This is an optimization exercise on Yosys and OpenROAD, whose aim is small area and a short achievable clock period, not a production implementation.

== the baseline ==
==> flow/design.v <==
package nlb_pkg;
  typedef enum logic [2:0]
  {
    LPBK1 = 3'd0,
    READ  = 3'd1,
    WRITE = 3'd2,
    TRPUT = 3'd3
  } nlb_mode_e;
  typedef struct packed
  {
    logic [64-4:0] rsvd;
    logic force_cmp;
    logic start;
    logic test_rst_n;
  } nlb_ctl_t;
  typedef struct packed
  {
    logic [64-6:0] rsvd_hi;
    nlb_mode_e mode;
    logic [1:0] rsvd_lo;
  } nlb_cfg_t;
  typedef union packed
  {
    logic [64-1:0] raw;
    nlb_ctl_t ctl;
    nlb_cfg_t cfg;
  } nlb_csr_word_u;
endpackage
`timescale 1ns/1ps
module nlb_lpbk
(
  input  logic                    Clk_400,
  input  logic                    rst_n,
  input  logic                    mmio_wr_valid,
  input  logic                    mmio_rd_valid,
  input  logic [16-1:0] mmio_addr,
  input  logic [16-1:0]   mmio_tid,
  input  logic [64-1:0] mmio_wdata,
  output logic                    mmio_rsp_valid,
  output logic [16-1:0]   mmio_rsp_tid,
  output logic [64-1:0] mmio_rsp_data,
  output logic                    rd_req_valid,
  output logic [42-1:0]  rd_req_addr,
  output logic [16-1:0]   rd_req_tid,
  input  logic                    rd_almfull,
  input  logic                    rd_rsp_valid,
  input  logic [16-1:0]   rd_rsp_tid,
  input  logic [512-1:0]  rd_rsp_data,
  output logic                    wr_req_valid,
  output logic [42-1:0]  wr_req_addr,
  output logic [16-1:0]   wr_req_tid,
  output logic [512-1:0]  wr_req_data,
  input  logic                    wr_almfull,
  input  logic                    wr_rsp_valid,
  input  logic [16-1:0]   wr_rsp_tid
);
  logic [64-1:0] scratch;
  logic [64-1:0] src_reg;
  logic [64-1:0] dst_reg;
  logic [32-1:0]   num_lines;
  logic [64-1:0] ctl;
  logic [64-1:0] ctl_nx;
  logic [64-1:0] cfg;
  logic [64-1:0] rd_data;
  logic run;
  logic run_nx;
  logic cfg_wr_en;
  assign run    = ctl[0] & ctl[1];
  assign ctl_nx = !rst_n ? '0
                : (mmio_wr_valid && mmio_addr == 16'h0138) ? mmio_wdata : ctl;
  assign run_nx = ctl_nx[0] & ctl_nx[1];
  assign cfg_wr_en = mmio_wr_valid & ~run;
  always_ff @(posedge Clk_400)
  begin
    ctl <= ctl_nx;
    if (!rst_n)
    begin
      src_reg   <= '0;
      dst_reg   <= '0;
      num_lines <= '0;
      cfg       <= '0;
    end
    else if (cfg_wr_en)
    begin
      case (mmio_addr)
        16'h0120:  src_reg   <= mmio_wdata;
        16'h0128:  dst_reg   <= mmio_wdata;
        16'h0130: num_lines <= mmio_wdata[32-1:0];
        16'h0140:       cfg       <= mmio_wdata;
        default:            ;
      endcase
    end
  end
  always_ff @(posedge Clk_400)
  begin
    if (cfg_wr_en && mmio_addr == 16'h0100)
      scratch <= mmio_wdata;
  end
  logic m_copy;    
  logic m_pat;     
  logic m_rd;      
  logic m_wr;      
  logic need_r;    
  logic [2:0] mode_nx;
  assign mode_nx = !rst_n ? 3'd0
                 : (cfg_wr_en && mmio_addr == 16'h0140) ? mmio_wdata[4:2] : cfg[4:2];
  always_ff @(posedge Clk_400)
  begin
    m_copy <= (mode_nx == 3'd0);
    m_pat  <= (mode_nx[2:1] == 2'b01);
    m_rd   <= (mode_nx != 3'd2);
    m_wr   <= (mode_nx == 3'd0) | (mode_nx[2:1] == 2'b01);
    need_r <= (mode_nx != 3'd0) & (mode_nx != 3'd2);
  end
  logic run_q;       
  logic going;       
  logic going_nx;
  logic done_q;
  logic done_nx;
  logic test_done;
  logic td_nx;
  logic all_done;
  logic [63:0] num_clocks;
  logic [32-1:0] num_reads;
  logic [32-1:0] num_writes;
  assign all_done = (~m_wr | (num_writes == num_lines))
                  & (~need_r | (num_reads == num_lines));
  assign done_nx  = rst_n & run & (done_q | all_done);
  assign going_nx = run_nx & run;
  assign td_nx    = done_nx | (going_nx & ctl_nx[2]);
  always_ff @(posedge Clk_400)
  begin
    run_q     <= rst_n & run;
    going     <= going_nx;
    done_q    <= done_nx;
    test_done <= td_nx;
    if (!rst_n || !run)
      num_clocks <= '0;
    else if (!test_done)
      num_clocks <= num_clocks + 64'd1;
  end
  logic [32-1:0]  line_idx;
  logic [32-1:0]  line_inc;
  logic [42-1:0] rd_addr_q;
  logic [42-1:0] rd_addr_inc;
  logic [2:0]             pend;
  logic [2:0]             pend_nx;
  logic                   rd_more;
  logic                   rd_more_nx;
  logic                   lines_nz;
  logic                   rd_can;
  assign rd_req_valid = rd_can & ~rd_almfull & ~(m_copy & wr_almfull);
  assign rd_req_addr  = rd_addr_q;
  assign rd_req_tid   = line_idx[16-1:0];
  assign lines_nz    = (num_lines != '0);
  assign line_inc    = line_idx + 1'b1;
  assign rd_addr_inc = rd_addr_q + 1'b1;
  always_comb
  begin
    if (!run_q)
    begin
      rd_more_nx = lines_nz;
      pend_nx    = 3'd0;
    end
    else
    begin
      rd_more_nx = rd_req_valid ? (line_inc != num_lines) : rd_more;
      if (rd_req_valid && !rd_rsp_valid)
        pend_nx = pend + 3'd1;
      else if (!rd_req_valid && rd_rsp_valid)
        pend_nx = pend - 3'd1;
      else
        pend_nx = pend;
    end
  end
  always_ff @(posedge Clk_400)
  begin
    rd_more <= rd_more_nx;
    pend    <= pend_nx;
    rd_can  <= going_nx & m_rd & ~td_nx & rd_more_nx & (pend_nx != 3'd7);
    if (!run_q)
    begin
      line_idx  <= '0;
      rd_addr_q <= src_reg[42-1:0];
    end
    else if (rd_req_valid)
    begin
      line_idx  <= line_inc;
      rd_addr_q <= rd_addr_inc;
    end
  end
  always_ff @(posedge Clk_400)
  begin
    if (!rst_n || !(going && m_rd))
      num_reads <= '0;
    else if (rd_rsp_valid && !test_done)
      num_reads <= num_reads + 1'b1;
  end
  logic [16-1:0]  wr_tid_q;
  logic [42-1:0] wr_addr_q;
  logic [42-1:0] wr_addr_inc;
  logic [512-1:0] wr_data_q;
  logic                   wr_more;
  logic                   wr_more_nx;
  logic                   copy_issue;
  logic                   pat_can;
  logic                   pat_issue;
  logic [32-1:0]  pat_idx;
  logic [32-1:0]  pat_inc;
  logic [32-1:0]  pat_nx;
  assign pat_idx   = wr_data_q[32-1:0];
  assign pat_issue = pat_can & ~wr_almfull;
  assign wr_req_valid = copy_issue | pat_issue;
  assign wr_req_addr  = wr_addr_q;
  assign wr_req_tid   = wr_tid_q;
  assign wr_req_data  = wr_data_q;
  assign pat_inc     = pat_idx + 1'b1;
  assign wr_addr_inc = wr_addr_q + 1'b1;
  logic [4:0][16-1:0] ks_g;
  logic [4:0][16-1:0] ks_p;
  logic [16-1:0] wr_lo_sum;
  logic [42-16-1:0] dst_hi_inc;
  assign ks_g[0] = dst_reg[16-1:0] & rd_rsp_tid;
  assign ks_p[0] = dst_reg[16-1:0] ^ rd_rsp_tid;
  for (genvar l = 0; l < 4; l++)
  begin : g_ks
    for (genvar i = 0; i < 16; i++)
    begin : g_bit
      if (i >= (1 << l))
      begin : g_merge
        assign ks_g[l+1][i] = ks_g[l][i] | (ks_p[l][i] & ks_g[l][i-(1<<l)]);
        assign ks_p[l+1][i] = ks_p[l][i] & ks_p[l][i-(1<<l)];
      end
      else
      begin : g_pass
        assign ks_g[l+1][i] = ks_g[l][i];
        assign ks_p[l+1][i] = ks_p[l][i];
      end
    end
  end
  assign wr_lo_sum  = ks_p[0] ^ {ks_g[4][16-2:0], 1'b0};
  assign dst_hi_inc = dst_reg[42-1:16] + 1'b1;
  assign pat_nx      = !run_q ? '0 : pat_issue ? pat_inc : pat_idx;
  assign wr_more_nx  = !run_q ? lines_nz : pat_issue ? (pat_inc != num_lines) : wr_more;
  always_ff @(posedge Clk_400)
  begin
    copy_issue <= rd_rsp_valid & run & run_nx & m_copy & ~td_nx;
    pat_can    <= going_nx & m_pat & ~td_nx & wr_more_nx;
    wr_more    <= wr_more_nx;
    if (m_copy)
    begin
      wr_tid_q  <= rd_rsp_tid;
      wr_data_q <= rd_rsp_data;
      wr_addr_q <= {ks_g[4][16-1] ? dst_hi_inc : dst_reg[42-1:16],
                    wr_lo_sum};
    end
    else
    begin
      wr_tid_q  <= pat_nx[16-1:0];
      wr_data_q <= {(512/32){pat_nx}};
      if (!run_q)
        wr_addr_q <= dst_reg[42-1:0];
      else if (pat_issue)
        wr_addr_q <= wr_addr_inc;
    end
  end
  always_ff @(posedge Clk_400)
  begin
    if (!rst_n || !(going && m_wr))
      num_writes <= '0;
    else if (wr_rsp_valid && !test_done)
      num_writes <= num_writes + 1'b1;
  end
  always_comb
  begin
    case (mmio_addr)
      16'h0000:       rd_data = 64'h1000_0100_0000_0001;
      16'h0100:   rd_data = scratch;
      16'h0120:  rd_data = src_reg;
      16'h0128:  rd_data = dst_reg;
      16'h0130: rd_data = {{(64-32){1'b0}}, num_lines};
      16'h0138:       rd_data = ctl;
      16'h0140:       rd_data = cfg;
      16'h0160:    rd_data = {{(64-1){1'b0}}, test_done};
      16'h0168:    rd_data = {num_writes, num_reads};
      16'h0170:    rd_data = num_clocks;
      default:            rd_data = '0;
    endcase
  end
  always_ff @(posedge Clk_400)
  begin
    mmio_rsp_valid <= rst_n & mmio_rd_valid;
    mmio_rsp_tid   <= mmio_tid;
    mmio_rsp_data  <= rd_data;
  end
endmodule
clock: 6.0 ns
lec_check: 0
cap_margin: 20
core_area: 10 10 490 490
die_area: 0 0 500 500
place_density: 0.75
setup_slack_margin: 3.3
slew_margin: 20
standard.sh (not shown) runs the stock make flow with config.mk's settings and CLKGATE_MAP_FILE= SYNTH_SCRIPT=/design/flow/synth_recipe.tcl, a recipe that flattens the netlist after the stock synthesis.
==> flow/flow/run.sh <==
#!/bin/bash
# Standard ORFS layout, with plain buf_1 cells as the port buffers and a
# clock tree of larger sink clusters without dummy loads.
set -euo pipefail
export BUFFER_PORTS_ARGS="-buffer_cell sky130_fd_sc_hd__buf_1"
export CTS_ARGS="-sink_clustering_enable -repair_clock_nets -dont_use_dummy_load -sink_clustering_size 20 -sink_clustering_max_diameter 120 -buf_list {sky130_fd_sc_hd__clkbuf_16}"
bash standard.sh finish > run_standard.log 2>&1
#### Input delta (the candidate over the baseline)
--- a/flow/design.v
+++ b/flow/design.v
@@ -199,6 +199,8 @@
   logic [16-1:0]  wr_tid_q;
   logic [42-1:0] wr_addr_q;
   logic [42-1:0] wr_addr_inc;
+  logic [16:0]    wr_lo_sum;
+  logic [42-16-1:0] dst_hi_inc;
   logic [512-1:0] wr_data_q;
   logic                   wr_more;
   logic                   wr_more_nx;
@@ -216,30 +218,8 @@
   assign wr_req_data  = wr_data_q;
   assign pat_inc     = pat_idx + 1'b1;
   assign wr_addr_inc = wr_addr_q + 1'b1;
-  logic [4:0][16-1:0] ks_g;
-  logic [4:0][16-1:0] ks_p;
-  logic [16-1:0] wr_lo_sum;
-  logic [42-16-1:0] dst_hi_inc;
-  assign ks_g[0] = dst_reg[16-1:0] & rd_rsp_tid;
-  assign ks_p[0] = dst_reg[16-1:0] ^ rd_rsp_tid;
-  for (genvar l = 0; l < 4; l++)
-  begin : g_ks
-    for (genvar i = 0; i < 16; i++)
-    begin : g_bit
-      if (i >= (1 << l))
-      begin : g_merge
-        assign ks_g[l+1][i] = ks_g[l][i] | (ks_p[l][i] & ks_g[l][i-(1<<l)]);
-        assign ks_p[l+1][i] = ks_p[l][i] & ks_p[l][i-(1<<l)];
-      end
-      else
-      begin : g_pass
-        assign ks_g[l+1][i] = ks_g[l][i];
-        assign ks_p[l+1][i] = ks_p[l][i];
-      end
-    end
-  end
-  assign wr_lo_sum  = ks_p[0] ^ {ks_g[4][16-2:0], 1'b0};
-  assign dst_hi_inc = dst_reg[42-1:16] + 1'b1;
+  assign wr_lo_sum   = {1'b0, dst_reg[16-1:0]} + {1'b0, rd_rsp_tid};
+  assign dst_hi_inc  = dst_reg[42-1:16] + 1'b1;
   assign pat_nx      = !run_q ? '0 : pat_issue ? pat_inc : pat_idx;
   assign wr_more_nx  = !run_q ? lines_nz : pat_issue ? (pat_inc != num_lines) : wr_more;
   always_ff @(posedge Clk_400)
@@ -251,8 +231,8 @@
     begin
       wr_tid_q  <= rd_rsp_tid;
       wr_data_q <= rd_rsp_data;
-      wr_addr_q <= {ks_g[4][16-1] ? dst_hi_inc : dst_reg[42-1:16],
-                    wr_lo_sum};
+      wr_addr_q <= {wr_lo_sum[16] ? dst_hi_inc : dst_reg[42-1:16],
+                    wr_lo_sum[16-1:0]};
     end
     else
     begin
### Flow results
- The candidate finished every step from synthesis to the final layout, and the layout passed the timing, design-rule and antenna checks.
- [compare] base=the baseline new=the candidate: aggregate global-route resource usage -1.8 points, count of placed standard cells in the final layout, fillers left out ~0 delta, final worst slack -160 ps.
- The candidate: met3 track utilization from global routing is 0.62 points lower than what the baseline reported.
- | worst-case headroom to the max-slew limit | the candidate vs the baseline | worse |
- In the candidate the multi-input combinational cell count turned out 20 lower than in the baseline.
- Diff the baseline -> the candidate | detailed route wirelength on metal3 | down by a few percent
- In the metrics for the candidate and the baseline, the one carrying the higher number of detailed-routing iterations run before antenna repair is the candidate.
Function was not checked in any run of this note: the RTL went through the layout flow alone.

port drivers added, routing unchanged:
The flow's constraints put no driver on any port. The routed layouts listed below were extracted and timed again, unchanged, in two steps. Step 1, drivers: a clkbuf_16 drives Clk_400 and a buf_2 each remaining input, both assumed. Step 2 adds t to the input delays and takes it off the output delays; t is the mean of the earliest and latest rising clock arrival at the registers after step 1. Input paths then give back, and output paths get back, about the clock's delay inside the block. Three values: ideal, step 1, step 2; two values: the first two.
run | t (ns) | setup slack, ns | hold WS [ns]
the baseline | 0.795 | 3.000 / 2.928 / 2.229 | 0.457 / 0.457 / 0.457
the candidate | 0.827 | 2.843 / 2.825 / 1.998 | 0.462 / 0.441 / 0.462
After both steps every run listed still meets setup and hold. For the candidate, which loses most, drivers alone change the setup slack by -0.018 ns; drivers and shift together by -0.845 ns.
